This is an optimization exercise on Yosys and OpenROAD, whose aim is small area, a short achievable clock period and few clock cycles per item, not a production implementation. No functional check of the RTL was part of any run shown here. Power figures rest on the tool's default switching activity, not on a simulated workload.

File: flow/config.mk
export PLATFORM = sky130hd
export DESIGN_NAME = speech_mouth_pixel_overlay
export DESIGN_NICKNAME = speech_mouth_pixel_overlay
export VERILOG_FILES = /design/flow/design.v
export SDC_FILE = /design/flow/constraint.sdc
export NUM_CORES = 4
export LEC_CHECK = 0
export ABC_AREA = 1
export CAP_MARGIN = 20
export CORE_MARGIN = 2
export CORE_UTILIZATION = 40
export SETUP_SLACK_MARGIN = 3.0
export SLEW_MARGIN = 20
File: flow/constraint.sdc
create_clock -name core_clock -period 6.0 [get_ports {clk_i}]
set_input_delay 1.2000 -clock core_clock [delete_from_list [all_inputs] [get_ports {clk_i}]]
set_output_delay 1.2000 -clock core_clock [all_outputs]
set_load 0.01 [all_outputs]
File: flow/design.v
module smpo_lt #(
  parameter int N = 8
) (
  input  logic [N-1:0] a_i,
  input  logic [N-1:0] b_i,
  output logic         lt_o
);
  localparam int L = (N > 1) ? $clog2(N) : 0;
  localparam int P = 1 << L;
  logic [(L+1)*P-1:0] lt_t, gt_t;
  always_comb begin
    lt_t = '0;
    gt_t = '0;
    for (int i = 0; i < N; i++) begin
      lt_t[i] = ~a_i[i] & b_i[i];
      gt_t[i] = a_i[i] & ~b_i[i];
    end
    for (int l = 1; l <= L; l++) begin
      for (int j = 0; j < (P >> l); j++) begin
        lt_t[l*P+j] = lt_t[(l-1)*P+2*j+1] | (~gt_t[(l-1)*P+2*j+1] & lt_t[(l-1)*P+2*j]);
        gt_t[l*P+j] = gt_t[(l-1)*P+2*j+1] | (~lt_t[(l-1)*P+2*j+1] & gt_t[(l-1)*P+2*j]);
      end
    end
    lt_o = lt_t[L*P];
  end
endmodule
module smpo_add #(
  parameter int N = 8
) (
  input  logic [N-1:0] a_i,
  input  logic [N-1:0] b_i,
  input  logic         ci_i,
  output logic [N:0]   s_o
);
  localparam int L = (N > 1) ? $clog2(N) : 0;
  logic [N-1:0] g, p, gg, pp, g_n, p_n;
  always_comb begin
    g  = a_i & b_i;
    p  = a_i | b_i;
    g[0] = (a_i[0] & b_i[0]) | (ci_i & (a_i[0] | b_i[0]));
    gg = g;
    pp = p;
    for (int l = 0; l < L; l++) begin
      g_n = gg;
      p_n = pp;
      for (int i = 0; i < N; i++) begin
        if ((i >> l) % 2 == 1) begin
          g_n[i] = gg[i] | (pp[i] & gg[((i >> l) << l) - 1]);
          p_n[i] = pp[i] & pp[((i >> l) << l) - 1];
        end
      end
      gg = g_n;
      pp = p_n;
    end
    s_o[0] = a_i[0] ^ b_i[0] ^ ci_i;
    for (int i = 1; i < N; i++) begin
      s_o[i] = a_i[i] ^ b_i[i] ^ gg[i-1];
    end
    s_o[N] = gg[N-1];
  end
endmodule
module smpo_gap #(
  parameter logic [17:0] C = 18'd0
) (
  input  logic [47:0] now_i,
  input  logic [47:0] t_i,
  output logic        lt_o
);
  logic [18:0] u;
  logic        borrow, lt_u;
  logic [29:0] eqb, carry;
  logic        hi_up, hi_zero;
  assign u      = {1'b0, t_i[17:0]} + {1'b0, C};
  assign borrow = now_i[17:0] < t_i[17:0];
  assign lt_u   = now_i[17:0] < u[17:0];
  assign eqb    = ~(now_i[47:18] ^ t_i[47:18]);
  assign carry  = {now_i[46:18] | ~t_i[46:18], 1'b0};
  assign hi_up  = &(eqb[29:1] ~^ carry[29:1]);
  assign hi_zero = hi_up && (eqb[0] != borrow);
  assign lt_o   = hi_zero && (borrow ? (u[18] && lt_u) : (u[18] || lt_u));
endmodule
module speech_mouth_pixel_overlay (
  input  logic        clk_i,
  input  logic        rst_ni,
  input  logic        in_valid_i,
  output logic        in_stall_o,
  input  logic [94:0] in_item_i,
  output logic        out_valid_o,
  input  logic        out_stall_i,
  output logic [19:0] out_item_o,
  input  logic        cfg_we_i,
  input  logic [2:0]  cfg_idx_i,
  input  logic [15:0] cfg_data_i
);
  localparam logic [1:0] ACT_PIXEL  = 2'd0;
  localparam logic [1:0] ACT_LEVEL  = 2'd1;
  localparam logic [1:0] ACT_ACTIVE = 2'd2;
  localparam logic [1:0] ACT_FRAME  = 2'd3;
  localparam logic [64*13-1:0] ARC_P0 = 832'h006003001800c0060030018006003000c0000000000000000000000000000000000000000000000000000000000000000000000000000000000000000000000000000000000000000000000000000000000000000000000c00c006006003001800c006003001800c;
  localparam logic [64*13-1:0] ARC_P1 = 832'h00c006003001800c006001800c006001800c0030000000000000000000000000000000000000000000000000000000000000000000000000000000000000000000000000000000000000000000000000000000003003001801800c006006003001800c0060030018;
  localparam logic [64*13-1:0] ARC_P2 = 832'h07003801c00e007003800e007001c00e003801c007001c00000000000000000000000000000000000000000000000000000000000000000000000000000000000000000000000000000000000000000001c01c01c00e00e007007003803801c00e007003801c00e0;
  localparam logic [64*13-1:0] ARC_P3 = 832'h1c00e007003801c00e003801c007003800e007001c007001c00700000000000000000000000000000000000000000000000000000000000000000000000000000000000000000000000000000007007007007007003803801c01c00e00e007003801c00e00700380;
  localparam logic [64*13-1:0] ARC_P4 = 832'hf007803c01e00f003c01e00f003c01e007801e00f003c00f003c00f003c000000000000000000000000000000000000000000000000000000000000000000000000000000000000000003c03c03c03c03c03c01e01e01e00f00f007803c03c01e00f007803c01e00;
  function automatic [15:0] arc_mask;
    input [2:0] pose;
    input [5:0] dx;
    reg [12:0] m;
    begin
      case (pose)
        3'd0:    m = ARC_P0[13*dx +: 13];
        3'd1:    m = ARC_P1[13*dx +: 13];
        3'd2:    m = ARC_P2[13*dx +: 13];
        3'd3:    m = ARC_P3[13*dx +: 13];
        default: m = ARC_P4[13*dx +: 13];
      endcase
      arc_mask = {3'b000, m};
    end
  endfunction
  function automatic sum_zero5;
    input [4:0] a;
    input [4:0] b;
    sum_zero5 = ((a ^ b) == {a[3:0] | b[3:0], 1'b0});
  endfunction
  function automatic sum_zero6;
    input [5:0] a;
    input [5:0] b;
    sum_zero6 = ((a ^ b) == {a[4:0] | b[4:0], 1'b0});
  endfunction
  logic [1:0]  act;
  logic [9:0]  px, py;
  logic [15:0] pin;
  logic [7:0]  level;
  logic        flag;
  logic [47:0] now;
  assign act   = in_item_i[94:93];
  assign px    = in_item_i[92:83];
  assign py    = in_item_i[82:73];
  assign pin   = in_item_i[72:57];
  assign level = in_item_i[56:49];
  assign flag  = in_item_i[48];
  assign now   = in_item_i[47:0];
  logic [9:0]  left_q, top_q, cx_q, cy_q;
  logic [10:0] right_q, bottom_q;
  logic [15:0] black_q, white_q;
  always_ff @(posedge clk_i or negedge rst_ni) begin
    if (!rst_ni) begin
      left_q   <= 10'd0;
      top_q    <= 10'd0;
      right_q  <= 11'd0;
      bottom_q <= 11'd0;
      cx_q     <= 10'd0;
      cy_q     <= 10'd0;
      black_q  <= 16'h0000;
      white_q  <= 16'hFFFF;
    end else if (cfg_we_i) begin
      case (cfg_idx_i)
        3'd0:    left_q   <= cfg_data_i[9:0];
        3'd1:    top_q    <= cfg_data_i[9:0];
        3'd2:    right_q  <= cfg_data_i[10:0];
        3'd3:    bottom_q <= cfg_data_i[10:0];
        3'd4:    cx_q     <= cfg_data_i[9:0];
        3'd5:    cy_q     <= cfg_data_i[9:0];
        3'd6:    black_q  <= cfg_data_i;
        default: white_q  <= cfg_data_i;
      endcase
    end
  end
  logic s1_valid_q, s1_hit_q;
  logic [15:0] s1_pix_q;
  logic adv, accept;
  assign adv        = !(s1_valid_q && out_stall_i);
  assign in_stall_o = !adv;
  assign accept     = in_valid_i && adv;
  logic        active_q;
  logic [2:0]  target_q, render_q;
  logic [47:0] voice_q, step_q;
  logic        voice_recent, step_recent;
  logic        level_nz;
  logic [2:0]  req;
  smpo_gap #(.C(18'd200000)) u_voice_gap (.now_i(now), .t_i(voice_q), .lt_o(voice_recent));
  smpo_gap #(.C(18'd40000))  u_step_gap  (.now_i(now), .t_i(step_q),  .lt_o(step_recent));
  assign level_nz = (level != 8'd0);
  assign req      = (level > 8'd4) ? 3'd4 : level[2:0];
  always_ff @(posedge clk_i or negedge rst_ni) begin
    if (!rst_ni) begin
      active_q <= 1'b0;
      target_q <= 3'd0;
      render_q <= 3'd0;
    end else if (accept) begin
      case (act)
        ACT_LEVEL: begin
          if (active_q) begin
            if (level_nz) begin
              target_q <= req;
            end else if (!voice_recent) begin
              target_q <= 3'd0;
            end
          end
        end
        ACT_ACTIVE: begin
          active_q <= flag;
          target_q <= 3'd0;
          render_q <= 3'd0;
        end
        ACT_FRAME: begin
          if (active_q && !step_recent) begin
            if (render_q < target_q) begin
              render_q <= render_q + 3'd1;
            end else if (render_q > target_q) begin
              render_q <= render_q - 3'd1;
            end
          end
        end
        default: begin
        end
      endcase
    end
  end
  always_ff @(posedge clk_i) begin
    if (accept && (act == ACT_ACTIVE || (act == ACT_LEVEL && active_q && level_nz))) begin
      voice_q <= now;
    end
    if (accept && (act == ACT_ACTIVE || (act == ACT_FRAME && active_q && !step_recent))) begin
      step_q <= now;
    end
  end
  logic        compose, in_rect, bright, erase, hit;
  logic        x_lt_left, x_lt_right, y_lt_top, y_lt_bottom;
  logic [6:0]  weight;
  logic        bx, x_eq, x_up, x_dn, dx_small;
  logic        by, y_eq, y_up, dy_small;
  logic [5:0]  dx;
  logic [3:0]  dy;
  logic [15:0] mask;
  assign compose = active_q && (act == ACT_PIXEL);
  assign x_lt_left   = px < left_q;
  assign x_lt_right  = {1'b0, px} < right_q;
  assign y_lt_top    = py < top_q;
  assign y_lt_bottom = {1'b0, py} < bottom_q;
  assign in_rect = !x_lt_left && x_lt_right && !y_lt_top && y_lt_bottom;
  assign weight  = {2'b0, pin[15:11]} + {2'b0, pin[4:0]} + {2'b0, pin[10:6]};
  assign bright  = (weight >= 7'd10);
  assign erase   = compose && in_rect && bright;
  assign bx       = px[4:0] < cx_q[4:0];
  assign x_eq     = (px[9:5] == cx_q[9:5]);
  assign x_up     = sum_zero5(px[9:5], ~cx_q[9:5]) && !(&cx_q[9:5]);    
  assign x_dn     = sum_zero5(~px[9:5], cx_q[9:5]) && !(&px[9:5]);      
  assign dx_small = x_eq || (bx ? x_up : x_dn);
  assign dx       = px[5:0] - cx_q[5:0];
  assign by       = py[3:0] < cy_q[3:0];
  assign y_eq     = (py[9:4] == cy_q[9:4]);
  assign y_up     = sum_zero6(py[9:4], ~cy_q[9:4]) && !(&cy_q[9:4]);    
  assign dy_small = by ? y_up : y_eq;
  assign dy       = py[3:0] - cy_q[3:0];
  assign mask = arc_mask(render_q, dx);
  assign hit  = compose && dx_small && dy_small && mask[dy];
  always_ff @(posedge clk_i or negedge rst_ni) begin
    if (!rst_ni) begin
      s1_valid_q <= 1'b0;
    end else if (adv) begin
      s1_valid_q <= in_valid_i;
    end
  end
  always_ff @(posedge clk_i) begin
    if (adv) begin
      s1_hit_q <= hit;
      s1_pix_q <= erase ? black_q : pin;
    end
  end
  assign out_valid_o = s1_valid_q;
  assign out_item_o  = {s1_hit_q ? white_q : s1_pix_q, 1'b0, render_q};
endmodule
File: flow/run.sh
#!/bin/bash
# synth_recipe.tcl (not shown) runs the flow's synth.tcl, then flattens the netlist and writes it again
# the make line also repeats each setting of config.mk as NAME=value (left out here)
make -C /OpenROAD-flow-scripts/flow DESIGN_CONFIG=/design/flow/config.mk WORK_HOME=/design/flow/orfs CLKGATE_MAP_FILE= SYNTH_SCRIPT=/design/flow/synth_recipe.tcl finish
==> out/results.txt, run 1 <==
outcome: complete, no violations
Final Util: 52.1%
Critical Setup Path Class: in2reg
Cells after Synth: 1758
worst relative slew slack: 32.7%
ys async rst share: 47.4%
via count: 12700
layout cells sized above 1: 16.3%
post-route design area: 0.0190 mm2
row cnt: 70
Hold Buf Count CTS: 0
Seq cells post-synth: 215
Levels on crit path: 8
global-route wire length before repair: 66000 um
mapped cell area: 0.0148 mm2
Worst Reg-to-Reg Cells: 19
total nets after synthesis: 2078
overall routed net length: 41800 um
crit path capture type: flop
Die W: 196 um
leakage: 8.78 nW
commonest non-fill, non-tap cell in the layout: nand2_1
CTS buffer count: 26
Critical Path Slowest Stage Cell: clkdlybuf4s50_1
CP required: 6.28 ns
Final HPWL DP: 29900 um
Top delay family on crit path: adder cells
DRC Markers: 0
I/O pin count: 141
worst hold-check path type: reg2reg
commonest non-fill, non-tap cells in the layout: 369 x nand2_1, 240 x inv_1, 166 x ha_1, 130 x o21ai_0, 113 x edfxtp_1
Pwr per Cell Area: 291 mW/mm2
Placed Area: 0.0169 mm2
CTS tree: done
clk sinks: 215
peak supply drop: 239 uV
grt total ovfl: 0
CORE AREA: 0.0365 mm2
DIE AREA: 0.0385 mm2
Iteration-0 DRC Markers: 757
CTS clk-pin slew, worst paths: 0.06 ns
worst hold path depth: 2
area growth from synthesis to layout: 28.6%
synthesized area per cell: 8.41 um2
Worst-Skew Late Latency: 0.54 ns
largest net degree at the start of global routing: 54
WL/cell: 17.0 um
CP Launch Type: input port
fin crit share: 53.5%
vias in the first global route: 12700
initial antenna violation count: 6
DRT Pass-1 Iters: 5
Fin Setup TNS: 0 ns
# setup viols final: 0
Root Driver: clkbuf_16
final hold violation count: 0
clock buffer depth: 3
fmax: 311 MHz
Initial Utilization: 40.5%
fin cells: 2458
Final Max Slew Viols: 0
Buf/Inv on CP: 2
final net count: 2287
Final Skew: 0.0162 ns
post-synthesis sequential area ratio: 40.3%
Die H: 196 um
crit-path cells: clkdlybuf4s50_1, fa_1, ha_1, inv_1, o2111ai_4, nand3_4, nand2_2, o21ai_2
Slew @ Worst Pin: 1.01 ns
Critical Path Max Stage Delay: 0.55 ns
CP Max Fanout: 8
IO Port Bufs: 139
Ys Warns: 1
GPL Wtd Cong: 0.930
Total Routing Usage GR: 21.6%
Unique masters post-synth: 51
H-tree lvl count: 1
ys flop type: edfxtp_1
Max Cap Violations: 0
unrepaired setup endpoints after global routing: true
crit path DAT: 3.49 ns
Post-synth EDFFs: 113
Via density: 5.15
Routed Antenna Nets: 0
dpl cells: 2332
crit path time final: 3.21 ns
Overall Power: 5.54 mW
-- synth_stat cells (all sizes together), types with 2 or more instances --
| library cell | count | share of area [%] |
|---|---|---|
| mux2 | 2 | 0.15 |
| o21a | 9 | 0.46 |
| nor3b | 2 | 0.10 |
| nor4 | 3 | 0.13 |
| dfstp | 16 | 2.8 |
| fa | 8 | 1.1 |
| nor2 | 119 | 3.2 |
| xor2 | 41 | 2.4 |
| o2111ai | 6 | 0.36 |
| o211ai | 15 | 0.76 |
| o31ai | 2 | 0.10 |
| inv | 262 | 6.7 |
| o21bai | 2 | 0.10 |
| xnor2 | 19 | 1.1 |
| dfrtp | 86 | 15 |
| buf | 15 | 0.69 |
| edfxtp | 113 | 23 |
| nand4 | 16 | 0.68 |
| a21oi | 96 | 3.3 |
| nor3 | 20 | 0.68 |
| o22ai | 2 | 0.085 |
| nand2 | 398 | 10 |
| ha | 193 | 16 |
| clkbuf | 24 | 0.61 |
| a211oi | 4 | 0.20 |
| a31oi | 4 | 0.17 |
| nand3 | 99 | 3.4 |
| o21ai | 166 | 5.6 |
| a21boi | 3 | 0.15 |
| o221ai | 2 | 0.12 |
| or2 | 4 | 0.17 |
-- kinds of logic (layout without fill, tap and decap cells) --
kind of cell,Yosys count,count (layout),share of synthesized area [%]
and+or+nand+nor,663,668,18.9
AOI/OAI and AO/OA,314,316,11.6
buffers and inverters,302,524,7.98
DFF,215,215,40.3
adders and majority gates,201,201,17.4
xor gates and xnor gates,60,60,3.55
muxes,2,2,0.152
other,1,4,0.0254
-- flip-flops by register name, indices dropped and copies added (netlist names), 10 cells and up --
name / cells
cy_q: 10
step_q: 48
top_q: 10
voice_q: 48
black_q: 16
s1_pix_q: 16
cx_q: 10
right_q: 11
bottom_q: 11
white_q: 16
left_q: 10
-- power by group --
part | leakage (nW) | switching [mW] | internal [mW] | total [mW]
registers | 2.29 | 0.0998 | 1.75 | 1.85
clock network | 0.403 | 0.624 | 0.917 | 1.54
logic | 6.08 | 1.32 | 0.830 | 2.15
-- cell type report --
cell class | count | area, um2
timing repair inverter | 2 | 13.8
clock buffer | 34 | 712
multi-input combinational | 1248 | 8570
inverter | 263 | 1020
antenna | 3 | 7.51
timing repair buffer | 211 | 2020
tap | 468 | 586
sequential | 215 | 5970
fill | 3398 | 17500
clock inverter | 14 | 119
-- metal layers --
metal	vias to the layer above	wire [um]	share of wire, %	GRT usage (%)
li1	6301	-	-	-
met1	5880	17900	43	28.1
met2	386	19900	48	36.6
met3	86	2620	6.3	3.59
met4	6	1280	3.1	7.07
met5	-	40	0.096	0
-- stage by stage --
step	hold slack, ns	setup WS [ns]
4_1_cts	0.488	2.84
2_1_floorplan	0.448	2.60
6_report	0.482	2.79
3_5_place_dp	0.473	1.50
3_3_place_gp	0.466	1.50
5_1_grt	0.499	2.66
-- worst paths after layout --
kind / slack (ns) / endpoint / start
min reg2reg: 0.48 / cy_q[1] / cy_q[1]
max in group asynchronous: 4.12 / render_q[0] / rst_ni
min in group asynchronous: 0.71 / cx_q[8] / rst_ni
min: 0.48 / cy_q[1] / cy_q[1]
max reg2reg: 2.91 / step_q[13] / step_q[6]
max: 2.79 / s1_pix_q[10] / in_item_i[67]
-- tightest hold or removal path, stage by stage (launching register included) --
cell and delay, ns:
dfrtp_1 0.34, nand2_1 0.05, o21ai_0 0.06
-- timing repair --
| item | in CTS | in global routing |
|---|---|---|
| setup buffers | 51 | 12 |
| endpoints found under the hold margin | 0 | 0 |
| gates cloned | 11 | 1 |
| resized for setup | 232 | 49 |
| endpoints found under the setup margin | 136 | 72 |
| pin swaps | 49 | 36 |
==> inputs of run 2 (changes only) <==
--- a/flow/config.mk
+++ b/flow/config.mk
@@ -9,5 +9,5 @@
 export CAP_MARGIN = 20
 export CORE_MARGIN = 2
 export CORE_UTILIZATION = 40
-export SETUP_SLACK_MARGIN = 3.0
+export SETUP_SLACK_MARGIN = 3.3
 export SLEW_MARGIN = 20
==> run 2 against run 1 <==
  * Non-clock buffer count up 29
  * Count of clock-buffer cells in the layout up 8
  * Wire length up 3.6%
  * Register-to-register slack worse by 0.10 ns
  * Combinational power up 4%
  * Critical path type unchanged
  * First-iteration DRC count up 9.5%
  * Worst setup slack better by 0.016 ns
==> out/results.txt, run 2 <==
H-tree lvl count: 1 (unchanged)
CTS buffer count: 26 (unchanged)
Via density: 5.19 (+0.83%)
largest area contributor in the netlist: edfxtp_1
dpl cells: 2330 (-0.086%)
DRT Pass-1 Iters: 6 (+1)
most numerous cell in the Yosys netlist: nand2_1
Routed Antenna Nets: 0 (unchanged)
Final HPWL DP: 29700 um (-0.54%)
Hold WS: 0.484 ns (+0.00188 ns)
fin crit share: 53.3% (-0.27 points)
commonest non-fill, non-tap cells in the layout: 361 x nand2_1, 233 x inv_1, 160 x ha_1, 123 x o21ai_0, 113 x edfxtp_1
ys async rst share: 47.4% (unchanged)
# setup viols final: 0 (unchanged)
Seq cells post-synth: 215 (unchanged)
Fin Setup TNS: 0 ns (unchanged)
switching power: 2.10 mW (+2.5%)
vias in the first global route: 12500 (-1.1%)
Seq pwr share: 33.0% (-0.4 points)
top flop regs: step_q x48, voice_q x48
Max Cap Violations: 0 (unchanged)
Pwr per Cell Area: 286 mW/mm2 (-1.9%)
CTS clk-pin slew, worst paths: 0.06 ns (about the same)
WL/cell: 17.4 um (+2.4%)
area growth from synthesis to layout: 32.9%
CP required: 6.28 ns (about the same)
Worst-Skew Late Latency: 0.54 ns (about the same)
worst relative slew slack: 37.3% (+4.6 points)
Iteration-0 DRC Markers: 829 (+9.5%)
global-route wire length before repair: 66600 um (+0.90%)
worst hold-check path type: reg2reg
via count: 12900 (+1.9%)
grt total ovfl: 0 (unchanged)
crit path time final: 3.20 ns (-0.0161 ns)
Multi-input gate area: 0.00881 mm2 (+2.8%)
Gate power share: 39.8% (+1.0 points)
Unique masters post-synth: 51 (unchanged)
initial antenna violation count: 3 (-3)
routed wl met2: 21100 um (+5.6%)
ys flop type: edfxtp_1
Post-synth EDFFs: 113 (unchanged)
clock power share: 27.2% (-0.6 points)
WL met3: 2160 um (-18%)
Slew @ Worst Pin: 0.940 ns (-0.0664 ns)
Ys Warns: 1 (unchanged)
outcome: complete, no violations
Final Skew: 0.0165 ns (+0.000304 ns)
leakage: 9.05 nW (+3.0%)
I/O pin count: 141 (unchanged)
Commonest cells post-synth: 387 x nand2_1, 259 x inv_1, 193 x ha_1
total nets after synthesis: 2078 (unchanged)
fmax: 313 MHz (+0.50%)
Synth top area share: 22.9% (unchanged)
Cell Int Power: 3.52 mW (+0.67%)
CP Max Fanout: 8 (unchanged)
top sig layer: met4
CORE AREA: 0.0365 mm2 (unchanged)
register area: 0.00597 mm2 (about the same)
unrepaired setup endpoints after global routing: true
Die W: 196 um (unchanged)
Die H: 196 um (unchanged)
Final Max Slew Viols: 0 (unchanged)
clock buffer depth: 3 (unchanged)
CP Launch Type: input port
DRC Markers: 0 (unchanged)
FILL cells: 3320 (-2.3%)
top post-synthesis cells by area: edfxtp_1 23%, ha_1 16%, dfrtp_1 15%, nand2_1 9.8%, inv_1 6.6%
synthesized area per cell: 8.41 um2 (unchanged)
CTS tree: done
commonest non-fill, non-tap cell in the layout: nand2_1
M1 WL: 18800 um (+5.0%)
peak supply drop: 182 uV (-24%)
final hold violation count: 0 (unchanged)
Root Driver: clkbuf_16
fin cells: 2485 (+1.1%)
Overall Power: 5.62 mW (+1.4%)
largest net degree at the start of global routing: 72 (+33%)
overall routed net length: 43300 um (+3.6%)
DIE AREA: 0.0385 mm2 (unchanged)
clk sinks: 215 (unchanged)
GPL Wtd Cong: 0.935 (+0.47%)
Critical Setup Path Class: in2reg
Cells after Synth: 1758 (unchanged)
Total Routing Usage GR: 21.9% (+0.26 points)
post-synthesis sequential area ratio: 40.3% (unchanged)
crit path DAT: 3.48 ns (about the same)
mapped cell area: 0.0148 mm2 (unchanged)
row cnt: 70 (unchanged)
final net count: 2314 (+1.2%)
layout cells sized above 1: 21.0% (+4.7 points)
Initial Utilization: 40.5% (unchanged)
switch share: 37.3% (+0.43 points)
crit path capture type: flop
IO Port Bufs: 139 (unchanged)
run 2: cell counts after synthesis:
Identical to the previous run, type by type.
run 2: through the flow:
step           instance area, um2  util [%]  worst slack (ns)
5_1_grt                     19600      53.8              2.56
4_1_cts                     19000      51.9              2.86
6_report                    19600      53.8              2.80
3_3_place_gp                17000      46.5              1.65
2_1_floorplan               15200         -              2.60
3_5_place_dp                17000      46.5              1.62
run 2: worst paths after layout:
| path | startpoint | end | slack [ns] | cells past startpoint |
|---|---|---|---|---|
| worst max-delay path | in_item_i[58] | s1_pix_q[10] | 2.80 | 11 |
| worst min-delay path | left_q[0] | left_q[0] | 0.48 | 2 |
| worst max register to register | step_q[6] | step_q[8] | 2.81 | 21 |
| worst min register to register | left_q[0] | left_q[0] | 0.48 | 2 |
| max in group asynchronous | rst_ni | white_q[3] | 4.12 | 2 |
| min in group asynchronous | rst_ni | right_q[7] | 0.81 | 1 |
run 2: power by group through the flow:
stage	clock network, mW	logic [mW]	registers, mW
2_1_floorplan	0	1.32	1.85
3_3_place_gp	0	1.83	1.87
3_5_place_dp	0	1.84	1.88
4_1_cts	1.56	2.08	1.85
5_1_grt	1.62	2.47	1.87
6_report	1.53	2.24	1.85
run 2: cell type report:
type | count | share of cell area (%)
flip-flops and latches | 215 | 30.4
diodes | 3 | 0.0382
well taps | 468 | 2.98
clock inverters | 6 | 0.166
repair inverters | 2 | 0.0701
clock buffers | 42 | 4.03
multi-input cells | 1246 | 44.9
repair buffers | 240 | 12.3
inverters | 263 | 5.20
run 2: logic make-up after synthesis:
| group | after synthesis | share of synthesized area [%] |
|---|---|---|
| xor gates and xnor gates | 60 | 3.55 |
| buffers and inverters | 302 | 7.98 |
| AOI/OAI and AO/OA | 314 | 11.6 |
| muxes | 2 | 0.152 |
| and+or+nand+nor | 663 | 18.9 |
| other | 1 | 0.0254 |
| DFF | 215 | 40.3 |
| adders and majority gates | 201 | 17.4 |
run 2: repair_timing:
action | in CTS | in global routing
endpoints found under the setup margin | 138 | 146
pin swaps | 63 | 39
buffers inserted | 57 | 32
gates cloned | 13 | 2
hold buffers | 0 | 0
resized for setup | 296 | 134
run 2: per-layer routing:
layer	vias up	track usage [%]
li1	6332	-
met1	6105	29.1
met2	380	37.4
met3	87	2.56
met4	0	6.40
met5	-	0
run 2: critical path, cell delays in order:
cell and delay (ns):
buf_8 0.10, fa_1 0.59, ha_4 0.16, inv_2 0.03, fa_1 0.47, inv_1 0.04, o211ai_1 0.27, o2111ai_4 0.19
buf_6 0.18, nand3_4 0.16, o21ai_1 0.08

-- re-timing with driven ports --
Ports are ideal in the flow. The routed layouts listed here were re-timed in OpenROAD.
Step 1 (the two cells are an assumption about what drives the block):
set clk [get_ports {clk_i}]
set_driving_cell -lib_cell sky130_fd_sc_hd__clkbuf_16 $clk
set_driving_cell -lib_cell sky130_fd_sc_hd__buf_2 [delete_from_list [all_inputs] $clk]
Step 2 also shifts input and output timing later by t, the mid clock arrival at the registers, as if the neighbouring blocks saw the same clock.
a / b / c = no drivers / after step 1 / after step 2; a / b = the first two.
run	t (ns)	setup WS [ns]	cell pins on the clock port's net
run 1	0.577	2.789 / 2.812 / 2.236	1
run 2	0.585	2.805 / 2.812 / 2.233	1
After both steps every run listed still meets setup and hold. For run 2, which loses most, drivers alone change the setup slack by +0.007 ns; drivers and shift together by -0.572 ns.
